From an optimization exercise on the open Yosys and OpenROAD flow, aimed at small area and a short achievable clock period; shortcuts taken in it are not production practice.
In this exercise RTL edits were held to simulation tests only and were not proved equivalent to the original.
Power and IR drop assume default switching activity.

[flow/run.sh]
#!/bin/bash
# synth_recipe.tcl (not shown) runs the flow's synth.tcl, then flattens the netlist and writes it again
# the make line also repeats each setting of config.mk as NAME=value (left out here)
make -C /OpenROAD-flow-scripts/flow DESIGN_CONFIG=/design/flow/config.mk WORK_HOME=/design/flow/orfs CLKGATE_MAP_FILE= SYNTH_SCRIPT=/design/flow/synth_recipe.tcl finish
[flow/config.mk]
export PLATFORM = sky130hd
export DESIGN_NAME = mask_alu_top
export DESIGN_NICKNAME = mask_alu_top
export VERILOG_FILES = /design/flow/design.v
export SDC_FILE = /design/flow/constraint.sdc
export NUM_CORES = 4
export LEC_CHECK = 0
export CAP_MARGIN = 20
export CORE_MARGIN = 2
export CORE_UTILIZATION = 25
export SETUP_SLACK_MARGIN = 0.2
export SLEW_MARGIN = 20
[flow/constraint.sdc]
create_clock -name core_clock -period 8.0 [get_ports {clk}]
set_input_delay 1.6000 -clock core_clock [delete_from_list [all_inputs] [get_ports {clk}]]
set_output_delay 1.6000 -clock core_clock [all_outputs]
set_load 0.01 [all_outputs]
[flow/design.v]
package mask_alu_pkg;
  localparam int VLEN         = 128;
  localparam int VL_WIDTH     = 8;
  localparam int VSTART_WIDTH = 7;
  localparam int TAG_WIDTH    = 4;
  localparam logic [2:0] FUNCT3_OPMVV = 3'b010;
  localparam logic [5:0] FUNCT6_VMANDN = 6'b011000;
  localparam logic [5:0] FUNCT6_VMAND  = 6'b011001;
  localparam logic [5:0] FUNCT6_VMOR   = 6'b011010;
  localparam logic [5:0] FUNCT6_VMXOR  = 6'b011011;
  localparam logic [5:0] FUNCT6_VMORN  = 6'b011100;
  localparam logic [5:0] FUNCT6_VMNAND = 6'b011101;
  localparam logic [5:0] FUNCT6_VMNOR  = 6'b011110;
  localparam logic [5:0] FUNCT6_VMXNOR = 6'b011111;
  localparam logic [5:0] FUNCT6_VWXUNARY0 = 6'b010000;
  localparam logic [5:0] FUNCT6_VMUNARY0  = 6'b010100;
  localparam logic [4:0] VS1_VFIRST = 5'b10001;
  localparam logic [4:0] VS1_VMSBF  = 5'b00001;
  localparam logic [4:0] VS1_VMSOF  = 5'b00010;
  localparam logic [4:0] VS1_VMSIF  = 5'b00011;
  typedef logic [VLEN-1:0]         vreg_t;
  typedef logic [VL_WIDTH-1:0]     vl_t;
  typedef logic [VSTART_WIDTH-1:0] vstart_t;
  typedef logic [TAG_WIDTH-1:0]    tag_t;
  typedef enum logic [3:0] {
    OP_NONE,
    OP_ANDN,
    OP_AND,
    OP_OR,
    OP_XOR,
    OP_ORN,
    OP_NAND,
    OP_NOR,
    OP_XNOR,
    OP_MSBF,
    OP_MSIF,
    OP_MSOF,
    OP_FIRST
  } mask_op_e;
endpackage
module mask_uop_decode (
  input  logic                  uop_valid,
  input  logic [2:0]            funct3,
  input  logic [5:0]            funct6,
  input  logic [4:0]            vs1_op,
  input  logic                  vm,
  input  mask_alu_pkg::vl_t     vl,
  input  mask_alu_pkg::vstart_t vstart,
  input  mask_alu_pkg::tag_t    tag,
  input  mask_alu_pkg::vreg_t   vs1_data,
  input  logic                  vs1_valid,
  input  mask_alu_pkg::vreg_t   vs2_data,
  input  logic                  vs2_valid,
  input  mask_alu_pkg::vreg_t   v0_data,
  input  logic                  v0_valid,
  input  mask_alu_pkg::vreg_t   vd_data,
  input  logic                  vd_valid,
  output logic                  op_valid,
  output mask_alu_pkg::mask_op_e op_op,
  output mask_alu_pkg::vreg_t   op_src2,
  output mask_alu_pkg::vreg_t   op_src1,
  output mask_alu_pkg::vreg_t   op_v0,
  output mask_alu_pkg::vreg_t   op_vd,
  output mask_alu_pkg::vstart_t op_vstart,
  output logic                  op_vm,
  output mask_alu_pkg::tag_t    op_tag
);
  mask_alu_pkg::mask_op_e op;
  mask_alu_pkg::vreg_t    tail_mask;
  mask_alu_pkg::vreg_t    src2;
  mask_alu_pkg::vreg_t    src1;
  logic                   ready;
  always_comb begin
    op = mask_alu_pkg::OP_NONE;
    if (funct3 == mask_alu_pkg::FUNCT3_OPMVV) begin
      case (funct6)
        mask_alu_pkg::FUNCT6_VMANDN: op = mask_alu_pkg::OP_ANDN;
        mask_alu_pkg::FUNCT6_VMAND:  op = mask_alu_pkg::OP_AND;
        mask_alu_pkg::FUNCT6_VMOR:   op = mask_alu_pkg::OP_OR;
        mask_alu_pkg::FUNCT6_VMXOR:  op = mask_alu_pkg::OP_XOR;
        mask_alu_pkg::FUNCT6_VMORN:  op = mask_alu_pkg::OP_ORN;
        mask_alu_pkg::FUNCT6_VMNAND: op = mask_alu_pkg::OP_NAND;
        mask_alu_pkg::FUNCT6_VMNOR:  op = mask_alu_pkg::OP_NOR;
        mask_alu_pkg::FUNCT6_VMXNOR: op = mask_alu_pkg::OP_XNOR;
        mask_alu_pkg::FUNCT6_VWXUNARY0: begin
          if (vs1_op == mask_alu_pkg::VS1_VFIRST)
            op = mask_alu_pkg::OP_FIRST;
        end
        mask_alu_pkg::FUNCT6_VMUNARY0: begin
          case (vs1_op)
            mask_alu_pkg::VS1_VMSBF: op = mask_alu_pkg::OP_MSBF;
            mask_alu_pkg::VS1_VMSIF: op = mask_alu_pkg::OP_MSIF;
            mask_alu_pkg::VS1_VMSOF: op = mask_alu_pkg::OP_MSOF;
            default: ;
          endcase
        end
        default: ;
      endcase
    end
  end
  always_comb begin
    for (int i = 0; i < mask_alu_pkg::VLEN; i++) begin
      tail_mask[i] = (i < vl);
    end
  end
  always_comb begin
    ready = 1'b0;
    src2  = '0;
    src1  = '0;
    case (op)
      mask_alu_pkg::OP_ANDN, mask_alu_pkg::OP_AND, mask_alu_pkg::OP_OR,
      mask_alu_pkg::OP_XOR, mask_alu_pkg::OP_ORN, mask_alu_pkg::OP_NAND,
      mask_alu_pkg::OP_NOR, mask_alu_pkg::OP_XNOR: begin
        ready = vs1_valid & vs2_valid & vd_valid & vm;
        src2  = vs2_data;
        src1  = vs1_data;
      end
      mask_alu_pkg::OP_FIRST: begin
        ready = !vs1_valid && vs2_valid && (vm || v0_valid);
        src2  = vm ? (vs2_data & tail_mask) : (vs2_data & tail_mask & v0_data);
      end
      mask_alu_pkg::OP_MSBF, mask_alu_pkg::OP_MSIF, mask_alu_pkg::OP_MSOF: begin
        ready = !vs1_valid && vs2_valid && (vm || (vd_valid && v0_valid));
        src2  = vm ? vs2_data : (vs2_data & v0_data);
      end
      default: ;
    endcase
  end
  assign op_valid  = uop_valid & ready;
  assign op_op     = op;
  assign op_src2   = src2;
  assign op_src1   = src1;
  assign op_v0     = v0_data;
  assign op_vd     = vd_data;
  assign op_vstart = vstart;
  assign op_vm     = vm;
  assign op_tag    = tag;
endmodule
module mask_logic_unit (
  input  mask_alu_pkg::mask_op_e op_op,
  input  mask_alu_pkg::vreg_t    op_src2,
  input  mask_alu_pkg::vreg_t    op_src1,
  output mask_alu_pkg::vreg_t logic_result
);
  mask_alu_pkg::vreg_t src2;
  mask_alu_pkg::vreg_t src1;
  mask_alu_pkg::vreg_t src1_n;
  assign src2   = op_src2;
  assign src1   = op_src1;
  assign src1_n = ~op_src1;
  always_comb begin
    case (op_op)
      mask_alu_pkg::OP_ANDN: logic_result = src2 & src1_n;
      mask_alu_pkg::OP_AND:  logic_result = src2 & src1;
      mask_alu_pkg::OP_OR:   logic_result = src2 | src1;
      mask_alu_pkg::OP_XOR:  logic_result = src2 ^ src1;
      mask_alu_pkg::OP_ORN:  logic_result = src2 | src1_n;
      mask_alu_pkg::OP_NAND: logic_result = ~(src2 & src1);
      mask_alu_pkg::OP_NOR:  logic_result = ~(src2 | src1);
      mask_alu_pkg::OP_XNOR: logic_result = ~(src2 ^ src1);
      default:               logic_result = '0;
    endcase
  end
endmodule
module mask_scan_unit (
  input  mask_alu_pkg::mask_op_e op_op,
  input  mask_alu_pkg::vreg_t    op_src2,
  input  mask_alu_pkg::vreg_t    op_src1,
  output mask_alu_pkg::vreg_t scan_result
);
  mask_alu_pkg::vreg_t                     src2;
  mask_alu_pkg::vreg_t                     src2_sub1;
  mask_alu_pkg::vreg_t                     first_only;
  mask_alu_pkg::vreg_t                     upto_first;
  logic                                    src_zero;
  logic [$clog2(mask_alu_pkg::VLEN)-1:0]   first_idx;
  assign src2       = op_src2;
  assign src2_sub1  = src2 - 1'b1;
  assign src_zero   = (src2 == '0);
  assign first_only = src2 & ~src2_sub1;
  assign upto_first = src2 ^ src2_sub1;
  always_comb begin
    first_idx = '0;
    for (int i = 0; i < mask_alu_pkg::VLEN; i++) begin
      if (first_only[i])
        first_idx = $bits(first_idx)'(i);
    end
  end
  always_comb begin
    scan_result = '0;
    case (op_op)
      mask_alu_pkg::OP_MSBF: scan_result = src_zero ? '1 : (upto_first >> 1);
      mask_alu_pkg::OP_MSIF: scan_result = upto_first;
      mask_alu_pkg::OP_MSOF: scan_result = first_only;
      mask_alu_pkg::OP_FIRST: begin
        if (src_zero)
          scan_result = '1;
        else
          scan_result[$bits(first_idx)-1:0] = first_idx;
      end
      default: ;
    endcase
  end
endmodule
module mask_result_merge (
  input  logic                clk,
  input  logic                reset,
  input  logic                  op_valid,
  input  mask_alu_pkg::mask_op_e op_op,
  input  mask_alu_pkg::vreg_t    op_v0,
  input  mask_alu_pkg::vreg_t    op_vd,
  input  mask_alu_pkg::vstart_t  op_vstart,
  input  logic                   op_vm,
  input  mask_alu_pkg::tag_t     op_tag,
  input  mask_alu_pkg::vreg_t logic_result,
  input  mask_alu_pkg::vreg_t scan_result,
  output logic                result_valid,
  output mask_alu_pkg::tag_t  result_tag,
  output mask_alu_pkg::vreg_t result_data
);
  logic                is_logic;
  mask_alu_pkg::vreg_t prestart;
  mask_alu_pkg::vreg_t merged;
  always_comb begin
    case (op_op)
      mask_alu_pkg::OP_ANDN, mask_alu_pkg::OP_AND, mask_alu_pkg::OP_OR,
      mask_alu_pkg::OP_XOR, mask_alu_pkg::OP_ORN, mask_alu_pkg::OP_NAND,
      mask_alu_pkg::OP_NOR, mask_alu_pkg::OP_XNOR: is_logic = 1'b1;
      default:                                     is_logic = 1'b0;
    endcase
  end
  always_comb begin
    for (int i = 0; i < mask_alu_pkg::VLEN; i++) begin
      prestart[i] = (i < op_vstart);
    end
  end
  always_comb begin
    if (is_logic)
      merged = (op_vd & prestart) | (logic_result & ~prestart);
    else if (op_vm || op_op == mask_alu_pkg::OP_FIRST)
      merged = scan_result;
    else
      merged = (scan_result & op_v0) | (op_vd & ~op_v0);
  end
  always_ff @(posedge clk) begin
    if (reset) begin
      result_valid <= 1'b0;
    end else begin
      result_valid <= op_valid;
    end
  end
  always_ff @(posedge clk) begin
    result_tag  <= op_tag;
    result_data <= merged;
  end
endmodule
module mask_alu_top (
  input  logic                  clk,
  input  logic                  reset,
  input  logic                  uop_valid,
  input  logic [2:0]            funct3,
  input  logic [5:0]            funct6,
  input  logic [4:0]            vs1_op,
  input  logic                  vm,
  input  mask_alu_pkg::vl_t     vl,
  input  mask_alu_pkg::vstart_t vstart,
  input  mask_alu_pkg::tag_t    tag,
  input  mask_alu_pkg::vreg_t   vs1_data,
  input  logic                  vs1_valid,
  input  mask_alu_pkg::vreg_t   vs2_data,
  input  logic                  vs2_valid,
  input  mask_alu_pkg::vreg_t   v0_data,
  input  logic                  v0_valid,
  input  mask_alu_pkg::vreg_t   vd_data,
  input  logic                  vd_valid,
  output logic                  result_valid,
  output mask_alu_pkg::tag_t    result_tag,
  output mask_alu_pkg::vreg_t   result_data
);
  mask_alu_pkg::vreg_t logic_result;
  mask_alu_pkg::vreg_t scan_result;
  logic                   op_valid;
  mask_alu_pkg::mask_op_e op_op;
  mask_alu_pkg::vreg_t    op_src2;
  mask_alu_pkg::vreg_t    op_src1;
  mask_alu_pkg::vreg_t    op_v0;
  mask_alu_pkg::vreg_t    op_vd;
  mask_alu_pkg::vstart_t  op_vstart;
  logic                   op_vm;
  mask_alu_pkg::tag_t     op_tag;
  mask_uop_decode u_decode (
    .uop_valid (uop_valid),
    .funct3    (funct3),
    .funct6    (funct6),
    .vs1_op    (vs1_op),
    .vm        (vm),
    .vl        (vl),
    .vstart    (vstart),
    .tag       (tag),
    .vs1_data  (vs1_data),
    .vs1_valid (vs1_valid),
    .vs2_data  (vs2_data),
    .vs2_valid (vs2_valid),
    .v0_data   (v0_data),
    .v0_valid  (v0_valid),
    .vd_data   (vd_data),
    .vd_valid  (vd_valid),
    .op_valid  (op_valid),
    .op_op     (op_op),
    .op_src2   (op_src2),
    .op_src1   (op_src1),
    .op_v0     (op_v0),
    .op_vd     (op_vd),
    .op_vstart (op_vstart),
    .op_vm     (op_vm),
    .op_tag    (op_tag)
  );
  mask_logic_unit u_logic (
    .op_op        (op_op),
    .op_src2      (op_src2),
    .op_src1      (op_src1),
    .logic_result (logic_result)
  );
  mask_scan_unit u_scan (
    .op_op       (op_op),
    .op_src2     (op_src2),
    .op_src1     (op_src1),
    .scan_result (scan_result)
  );
  mask_result_merge u_merge (
    .clk          (clk),
    .reset        (reset),
    .op_valid     (op_valid),
    .op_op        (op_op),
    .op_v0        (op_v0),
    .op_vd        (op_vd),
    .op_vstart    (op_vstart),
    .op_vm        (op_vm),
    .op_tag       (op_tag),
    .logic_result (logic_result),
    .scan_result  (scan_result),
    .result_valid (result_valid),
    .result_tag   (result_tag),
    .result_data  (result_data)
  );
endmodule
==> summary.txt <==
| Result | Value |
|:---|:---|
| Crit path buffers/inverters | 5 |
| Peak Freq | 128 MHz |
| Yosys warning count | 4 |
| Startpoint Class | primary input |
| Yosys reg bits | 133 |
| DIE WIDTH | 360 um |
| Crit share post-route | 97.3% |
| Sequence of cells on the critical path | clkdlybuf4s50_1 -> nor4b_2 -> a22oi_2 -> a211o_1 -> buf_4 -> nor4_1 -> o31a_1 -> a211oi_1 -> and4_1 -> and2_1 -> nand3_1 -> buf_4 -> buf_4 -> or2_1 -> a31oi_1 -> buf_4 -> a2111oi_1 -> and4_1 -> a31oi_1 |
| Number of enable-type register cells in the synthesized netlist | 0 |
| Dominant register cell in the synthesized netlist | dfxtp_1 |
| Static leakage | 0.0203 uW |
| Clock transition at the registers of the reported paths | 0.09 ns |
| DR WL/cell | 39.4 um |
| Crit path max-delay cell type | a2111oi_1 |
| Minimum setup slack after placement | 0.0180 ns |
| Count of routing violations after the opening detailed-route iteration | 7152 |
| Global-route wire length before repair | 394 mm |
| Number of placement rows | 130 |
| Final Hold Viols | 0 |
| Post-synthesis cell count | 4823 |
| Crit-path most repeated cell | buf_4 |
| Sum of net half-perimeters after detailed placement | 241 mm |
| Via count | 48200 |
| Total setup violations reported at the end of the flow | 0 |
| Area share of the largest cell type after synthesis | 20.3% |
| Min setup slack post-route | 0.213 ns |
| Pre-antenna DRT Iters | 7 |
| Average vias per placed instance | 6.35 |
| Start-to-end type of the worst setup path | primary input to flop |
| Area of the core | 0.126 mm2 |
| Peak supply drop | 0.219 mV |
| Share of layout cells above drive strength 1 | 15.6% |
| Wire length reported by the detailed router | 299 mm |
| Required time worst endpoint | 8.42 ns |
| Cell type with the highest aggregate area in the netlist | ha_1 |
| Area overhead of the layout relative to synthesis | 45.1% |
| Type of element capturing the critical path | flop |
| Vias in the first global route | 45000 |
| DIE AREA | 0.129 mm2 |
| Clock tree from TritonCTS | yes |
| Worst slew pin tran | 1.32 ns |
| Unrepaired setup endpoints after global routing | false |
| CP Launch Point | funct6[2] |
| Cell area after placement | 0.0452 mm2 |
| Minimum period implied by the final worst setup slack | 7.79 ns |
| Fillers | 13600 |
| Number of buffers between clock root and the deepest sink | 2 |
| Quantity of hold-fixing buffers added after cts | 0 |
| Number of nets in the final layout | 6961 |
| FF/Latch Area | 0.00266 mm2 |
| Number of antenna violations at the first check in global routing | 46 |
| Signal arrival time at the worst endpoint | 8.21 ns |
| Async set-reset flop share out of synthesis | 0% |
| Area of the multi-input gates | 0.0267 mm2 |
| CTS sink cnt | 133 |
| Average footprint of a synthesized cell | 6.56 um2 |
| Vert. Die Dim | 360 um |
| Final GP Congestion | 1.10 |
| Core occupancy in the finished layout | 36.5% |
| Type of the tightest min-delay check | primary input to flop |
| Max-Cap Viols | 0 |
| Combined global-route utilization of all metal layers | 44.0% |
| Slew Limit Headroom | 11.4% |
| Dominant cells by area after synthesis | ha_1, o21ai_0, dfxtp_1 |
| Maximum net fanout on the critical path | 9 |
| Total number of cells along the worst setup path | 19 |
| Root buffer cell | clkbuf_16 |
| Status | finished clean |
| Count of antenna-violating nets left after detailed routing | 0 |
| Number of library cell types mapped by synthesis | 117 |
| Pin count of the biggest net entering global routing | 108 |
| Final Max Slew Viols | 0 |
| Area of the mapped netlist | 0.0316 mm2 |
| Kind of cell adding the most delay to the critical path | simple AND/OR/NAND/NOR gates |
| Post-detailed-route DRC marker count | 0 |
| IO Port Bufs | 685 |
| Total Negative Setup Slacks | 0 ns |
| Slowest cell delay on critical path | 0.99 ns |
| Post-route cell area | 0.0459 mm2 |
| Depth of the CTS H-tree | 4 |
| GR Overflow Total | 0 |
| Resized cells post-CTS | 0 |
| Sequential-to-total area share from yosys stat | 8.42% |
| Post-CTS Repair Setup Buffers | 0 |
| Number of buffers inserted during clock tree synthesis | 17 |
| Total nets after synthesis | 5888 |
| Critical path capture point | u_merge.result_data[0]$_DFF_P_ |
| Initial Utilization | 25.2% |
| Pwr dens | 66.5 mW/mm2 |
| Top-Level Pins | 686 |
[through the flow]
| step | cells | hold WS [ns] | total power [uW] |
|---|---|---|---|
| final | 7586 | 1.46 | 3050 |
| after global routing | 7565 | 1.45 | 3070 |
| after CTS | 7558 | 1.44 | 2990 |
| after detailed placement | 7526 | 2.05 | 2050 |
| after global placement | 7525 | 2.05 | 2060 |
| after floorplan | 4823 | 1.63 | 1080 |
[worst min-delay path by stage]
stage | endpoint | slack (ns) | cells past startpoint | startpoint
5_1_grt | u_merge.result_tag[0]$_DFF_P_ | 1.45 | 1 | tag[0]
3_3_place_gp | u_merge.result_tag[3]$_DFF_P_ | 2.05 | 1 | tag[3]
4_1_cts | u_merge.result_tag[3]$_DFF_P_ | 1.44 | 1 | tag[3]
2_1_floorplan | u_merge.result_tag[0]$_DFF_P_ | 1.63 | 0 | tag[0]
3_5_place_dp | u_merge.result_tag[2]$_DFF_P_ | 2.05 | 1 | tag[2]
6_report | u_merge.result_tag[3]$_DFF_P_ | 1.46 | 1 | tag[3]
[cell type report]
type,count,share of cell area [%]
multi-input combinational,4052,58.2
timing repair buffer,1422,27.9
sequential,133,5.80
tap,1650,4.50
inverter,270,2.21
clock buffer,18,0.935
clock inverter,14,0.333
antenna,27,0.147
[cells in the mapped netlist, types with 13 or more instances]
master / number
dfxtp_1: 133
o22ai_1: 44
o31ai_1: 35
a32oi_1: 25
nor4_1: 52
buf_2: 29
o211ai_1: 78
o21ai_1: 42
nand4_1: 51
nand3_1: 85
or2_2: 14
nand2_1: 685
xnor2_1: 35
a21oi_1: 388
inv_2: 17
o41ai_1: 13
and2_1: 20
mux2i_1: 47
and3_1: 39
o21a_1: 23
a221oi_1: 67
inv_1: 251
ha_1: 512
or3_1: 40
a211oi_1: 80
nor2_1: 469
a31oi_1: 109
o221ai_1: 54
a22oi_1: 29
clkbuf_1: 291
buf_1: 34
o2111ai_1: 63
nor3_1: 106
a2111oi_0: 23
nor2b_1: 15
o21ai_0: 545
[layout by cell type (no fill, tap or decap), drive strengths merged, types with 18 or more instances in the layout]
cell type | Yosys | routed
a211oi | 81 | 81
clkdlybuf4s50 | 0 | 683
nand4 | 55 | 55
inv | 268 | 271
xnor2 | 35 | 35
nand2 | 685 | 685
o22ai | 44 | 44
o221ai | 54 | 54
o21a | 23 | 23
a31oi | 109 | 109
or3 | 41 | 41
o31ai | 48 | 48
mux2i | 47 | 47
dfxtp | 133 | 133
clkbuf | 291 | 19
a32oi | 26 | 26
o21ai | 589 | 589
nor2 | 471 | 471
ha | 512 | 512
o211ai | 80 | 80
nor4 | 64 | 64
a2111oi | 29 | 29
and2 | 25 | 25
and3 | 39 | 39
buf | 77 | 738
diode | 0 | 27
a21oi | 392 | 392
or2 | 18 | 18
o2111ai | 63 | 63
nand3 | 88 | 88
a221oi | 67 | 67
nor3 | 115 | 115
a22oi | 32 | 32
[where the power goes]
group	internal (uW)	leakage (uW)	total [uW]	switching (uW)
clock	462	0.000279	941	479
sequential	698	0.00110	726	27.8
combinational	561	0.0190	1390	825
total	1720	0.0203	3050	1330
[cells by family (layout without fill, tap and decap cells)]
logic type / Yosys count / after routing / synth area share (%)
AO/OA/AOI/OAI: 1776 / 1776 / 36.4
XOR/XNOR: 36 / 36 / 0.997
adder cells (fa/ha/maj): 512 / 512 / 20.3
buffers and inverters: 638 / 1724 / 7.93
flip-flops: 133 / 133 / 8.42
multiplexers: 50 / 50 / 1.59
other: 0 / 27 / 0
AND/OR/NAND/NOR: 1678 / 1678 / 24.4
[routing by layer]
layer / track usage [%] / wire, um / vias to the layer above
li1: - / - / 19800
met2: 65.3 / 124000 / 4120
met3: 14.8 / 37800 / 981
met1: 53.7 / 113000 / 23300
met5: 0 / 141 / -
met4: 29.5 / 24300 / 24
[sequential cells by signal, indices dropped and copies added, names as in the netlist]
| signal | flops |
|---|---|
| u_merge.result_tag | 4 |
| u_merge.result_data | 128 |
| u_merge.result_valid | 1 |

-- afterwards: timing with drivers on the ports --
The results above use ideal ports. As a check the final layout listed here was re-extracted and re-timed, cells and wires unchanged.
Step 1 assumes that a clkbuf_16 drives the clock port and a buf_2 every other input.
Step 2 moves the port delays by t, midway between the first and last clock arrival at a register: inputs arrive t later, outputs are due t later. That takes back most of the time a late clock gives input paths.
a / b / c = no drivers / after step 1 / after step 2; a / b = the first two.
t, ns: 0.666
setup slack, ns: 0.213 / 0.267 / -0.399
worst slew at a driven data input, ns: 0.17
Met with ideal ports but missed after step 2: setup timing in this run. The setup slack of this run moves by +0.054 ns with the drivers and by -0.612 ns with both steps.
